Context: an optimization exercise on an open-source flow, tuned for small area, a short achievable clock period and few clock cycles. The choices shown serve that exercise and are no tape-out recipe. In this exercise RTL edits were held to simulation tests only and were not proved equivalent to the original. Power and IR drop assume default switching activity.

Setup of job 6910:
==> flow/design.v (excerpt) <==
module pcpi_systolic_mmul #(
  parameter int N    = 3,
  parameter int DW   = 16,
  parameter int ACCW = 2*DW+$clog2(N)+1
) (
  input  logic        clk,
  input  logic        resetn,
  input  logic        pcpi_valid,
  input  logic [31:0] pcpi_insn,
  input  logic [31:0] pcpi_rs1,
  input  logic [31:0] pcpi_rs2,
  output logic        pcpi_wr,
  output logic [31:0] pcpi_rd,
  output logic        pcpi_wait,
  output logic        pcpi_ready
);
  localparam int NN = 9;
  localparam int PW = 33;
  logic [15:0]   a_m    [NN];
  logic [15:0]   b_m    [NN];
  logic [15:0]   thresh;
  logic [PW-1:0] cp     [NN];
  logic [PW-1:0] c_m    [NN];    
  logic [NN-1:0] c_ovf;          
  logic          c_zero;         
  function automatic logic [8:0] rot_row(input logic [8:0] x);
    rot_row = {x[7:6], x[8], x[4:3], x[5], x[1:0], x[2]};
  endfunction
  function automatic logic [8:0] rot_col(input logic [8:0] x);
    rot_col = {x[5:0], x[8:6]};
  endfunction
  logic [2:0] f3;
  logic       is_op, blocked;
  logic       f_write, f_read, f_run, f_clear, accept;
  assign f3      = pcpi_insn[14:12];
  assign is_op   = pcpi_valid && (pcpi_insn[6:0] == pcpi_mmul_pkg::OPC_CUSTOM0) && !blocked;
  assign f_write = is_op && (f3 == pcpi_mmul_pkg::F3_WRITE);
  assign f_read  = is_op && (f3 == pcpi_mmul_pkg::F3_READ);
  assign f_run   = is_op && (f3 == pcpi_mmul_pkg::F3_RUN);
  assign f_clear = is_op && (f3 == pcpi_mmul_pkg::F3_CLEAR);
  assign accept  = f_write || f_read || f_run || f_clear;
  logic [7:0] idx;
  logic [8:0] idx_oh;      
  logic       hi_zero, w_ok;
  assign idx     = pcpi_rs1[7:0];
  assign hi_zero = (pcpi_rs1[31:8] == '0);
  always_comb
    for (int k = 0; k < NN; k++) idx_oh[k] = (idx[3:0] == 4'(k));
  assign w_ok    = hi_zero && (((idx[7:6] != 2'b11) && (idx[5:4] == 2'b00) && (|idx_oh))
                               || (idx == pcpi_mmul_pkg::REG_THRESH));
  logic [PW-1:0] rd_raw;
  logic          rd_ovf;
  ...
Size in the first run: ~4,000 cells after synthesis, about 130 I/O pins.
export LEC_CHECK = 0
export CAP_MARGIN = 20
export CORE_MARGIN = 2
export CORE_UTILIZATION = 40
export CTS_BUF_LIST = sky130_fd_sc_hd__clkbuf_16
export CTS_CLUSTER_DIAMETER = 80
export CTS_CLUSTER_SIZE = 24
export SLEW_MARGIN = 20
create_clock -name core_clock -period 14.0 [get_ports {clk}]
standard.sh (not shown) runs the stock make flow with config.mk's settings and CLKGATE_MAP_FILE= SYNTH_SCRIPT=/design/flow/synth_recipe.tcl, a recipe that flattens the netlist after the stock synthesis.
==> flow/flow/run.sh <==
#!/bin/bash
set -euo pipefail
export SETUP_SLACK_MARGIN=9.8
export BUFFER_PORTS_ARGS="-buffer_cell sky130_fd_sc_hd__buf_4"
bash standard.sh > standard.log 2>&1
Testbench counts of job 6910, summed over its fixed seeds: cycles 19,035.
[inputs] job 5238 vs job 6910
==> flow/flow/run.sh <==
#!/bin/bash
set -euo pipefail
export SETUP_SLACK_MARGIN=9.9
export BUFFER_PORTS_ARGS="-buffer_cell sky130_fd_sc_hd__buf_4"
bash standard.sh > standard.log 2>&1
Results
- Job 5238 vs job 6910 — post-layout net count rose 28.
- Taking job 6910 as the reference point, the non-filler instance count after layout of job 5238 rises by 30.
- The flip-flop and latch share of the layout cell area number comes out lower for job 5238 vs job 6910.
- From job 6910 to job 5238 the numbers moved as follows: area overhead of the layout relative to synthesis increased by 0.89 points relative to the old numbers, total power density per cell area dropped about 0.5%, final clock period utilization by the worst path now sits lower, worst clock skew now sits lower.
- Job 5238 vs. job 6910: required time at the endpoint of the critical path went up, total number of vias went up.
Setup changes, job 5238 to job 7392
Settings: swapping 80 for 60 in CTS_CLUSTER_DIAMETER; swapping 24 for 20 in CTS_CLUSTER_SIZE.
==> flow/flow/run.sh <==
#!/bin/bash
set -euo pipefail
export SETUP_SLACK_MARGIN=9.65
export BUFFER_PORTS_ARGS="-buffer_cell sky130_fd_sc_hd__buf_4"
bash standard.sh > standard.log 2>&1
- Job 5238 reached the end of the flow, and the finished layout is clean on the timing, DRC and antenna checks.
- Job 7392: flow completed, timing, DRC and antenna clean
- Job 5238 → job 7392: sequential power picked up an extra about 0.7%, TritonCTS buffer count rose about 53%.
- met5 as the uppermost metal layer occupied by signal nets was reported by job 5238, and met4 by job 7392.
- Number of ordinary inverters in the final layout: job 7392 vs job 5238 identical
- Delta (job 7392 minus job 5238): quantity of gates resized following cts lost 60; buffering overhead lost 1.8 points; highest clock rate lost about 5.6%; global routing met3 resource utilization picked up an extra 0.32 points; vias after detailed routing lost 1.3%.
- Iteration count of the initial detailed-routing pass is lower on job 7392
- The count of cell instances traversed by the critical path reported for job 7392 is greater than that of job 5238 by 6.
- When job 7392 is set beside job 5238, its combined buffer and inverter count along the critical path turns out to be 2 smaller.
## Diff of input files: job 4042 against job 7392
==> flow/flow/run.sh <==
#!/bin/bash
set -euo pipefail
export SETUP_SLACK_MARGIN=9.95
export BUFFER_PORTS_ARGS="-buffer_cell sky130_fd_sc_hd__buf_4"
bash standard.sh > standard.log 2>&1
[summary]
When the final numbers for job 4042 and job 7392 were put side by side, the total stage count of the critical path turned out to be smaller in job 4042. Job 7392 has lower final area than job 4042. Capturing element of the worst setup path: pcpi_rd[0] -> job 4042, s1_delta[16] -> job 7392. Job 4042 vs job 7392 — non-clock buffer count climbed by more than half. Changes observed in job 4042 relative to job 7392: number of stages on the worst hold path lost 2; final worst slack rose by 240 ps. Final hold violation count came out exactly the same in job 4042 and job 7392. Re global-route usage: job 4042 is 0.49 points up on job 7392. The worst hold slack after final layout was comparable across job 4042 and job 7392. Job 4042 ends up with lower worst slew margin relative to its limit than job 7392 does. Higher met2 capacity usage during global routing was reported by job 4042, not job 7392. | wire length of the first global-routing pass | job 4042 vs job 7392 | about 1.7% higher |.

-- afterwards: timing with drivers on the ports --
How much do the figures lean on ideal ports? The routed layouts below were timed once more, with nothing changed but the port constraints.
Step 1 (the two cells are an assumption about what drives the block):
set clk [get_ports {clk}]
set_driving_cell -lib_cell sky130_fd_sc_hd__clkbuf_16 $clk
set_driving_cell -lib_cell sky130_fd_sc_hd__buf_2 [delete_from_list [all_inputs] $clk]
Step 2 times the ports against the registers' clock, not the clock port: input delays grow and output delays shrink by t, the midpoint of the rising clock arrivals with the driver on.
Three values: ideal ports, drivers, drivers and shift; two values: the first two.
run | t, ns | setup slack, ns | worst setup path after step 2 | latest minus earliest clock arrival (ns) | slew at the worst register clock pin (ns)
job 6910 | 0.770 | 9.820 / 9.829 / 9.100 | input to register | 0.079 / 0.079 | 0.10 / 0.10
job 5238 | 0.766 | 9.925 / 9.860 / 9.201 | input to register | 0.068 / 0.068 | 0.11 / 0.11
job 7392 | 0.778 | 9.684 / 9.684 / 8.983 | input to register | 0.072 / 0.072 | 0.09 / 0.09
job 4042 | 0.786 | 9.926 / 9.856 / 9.199 | input to register | 0.071 / 0.071 | 0.09 / 0.09
After both steps every run listed still meets setup and hold. The setup slack of job 4042, which loses most, moves by -0.070 ns with the drivers and by -0.727 ns with both steps.
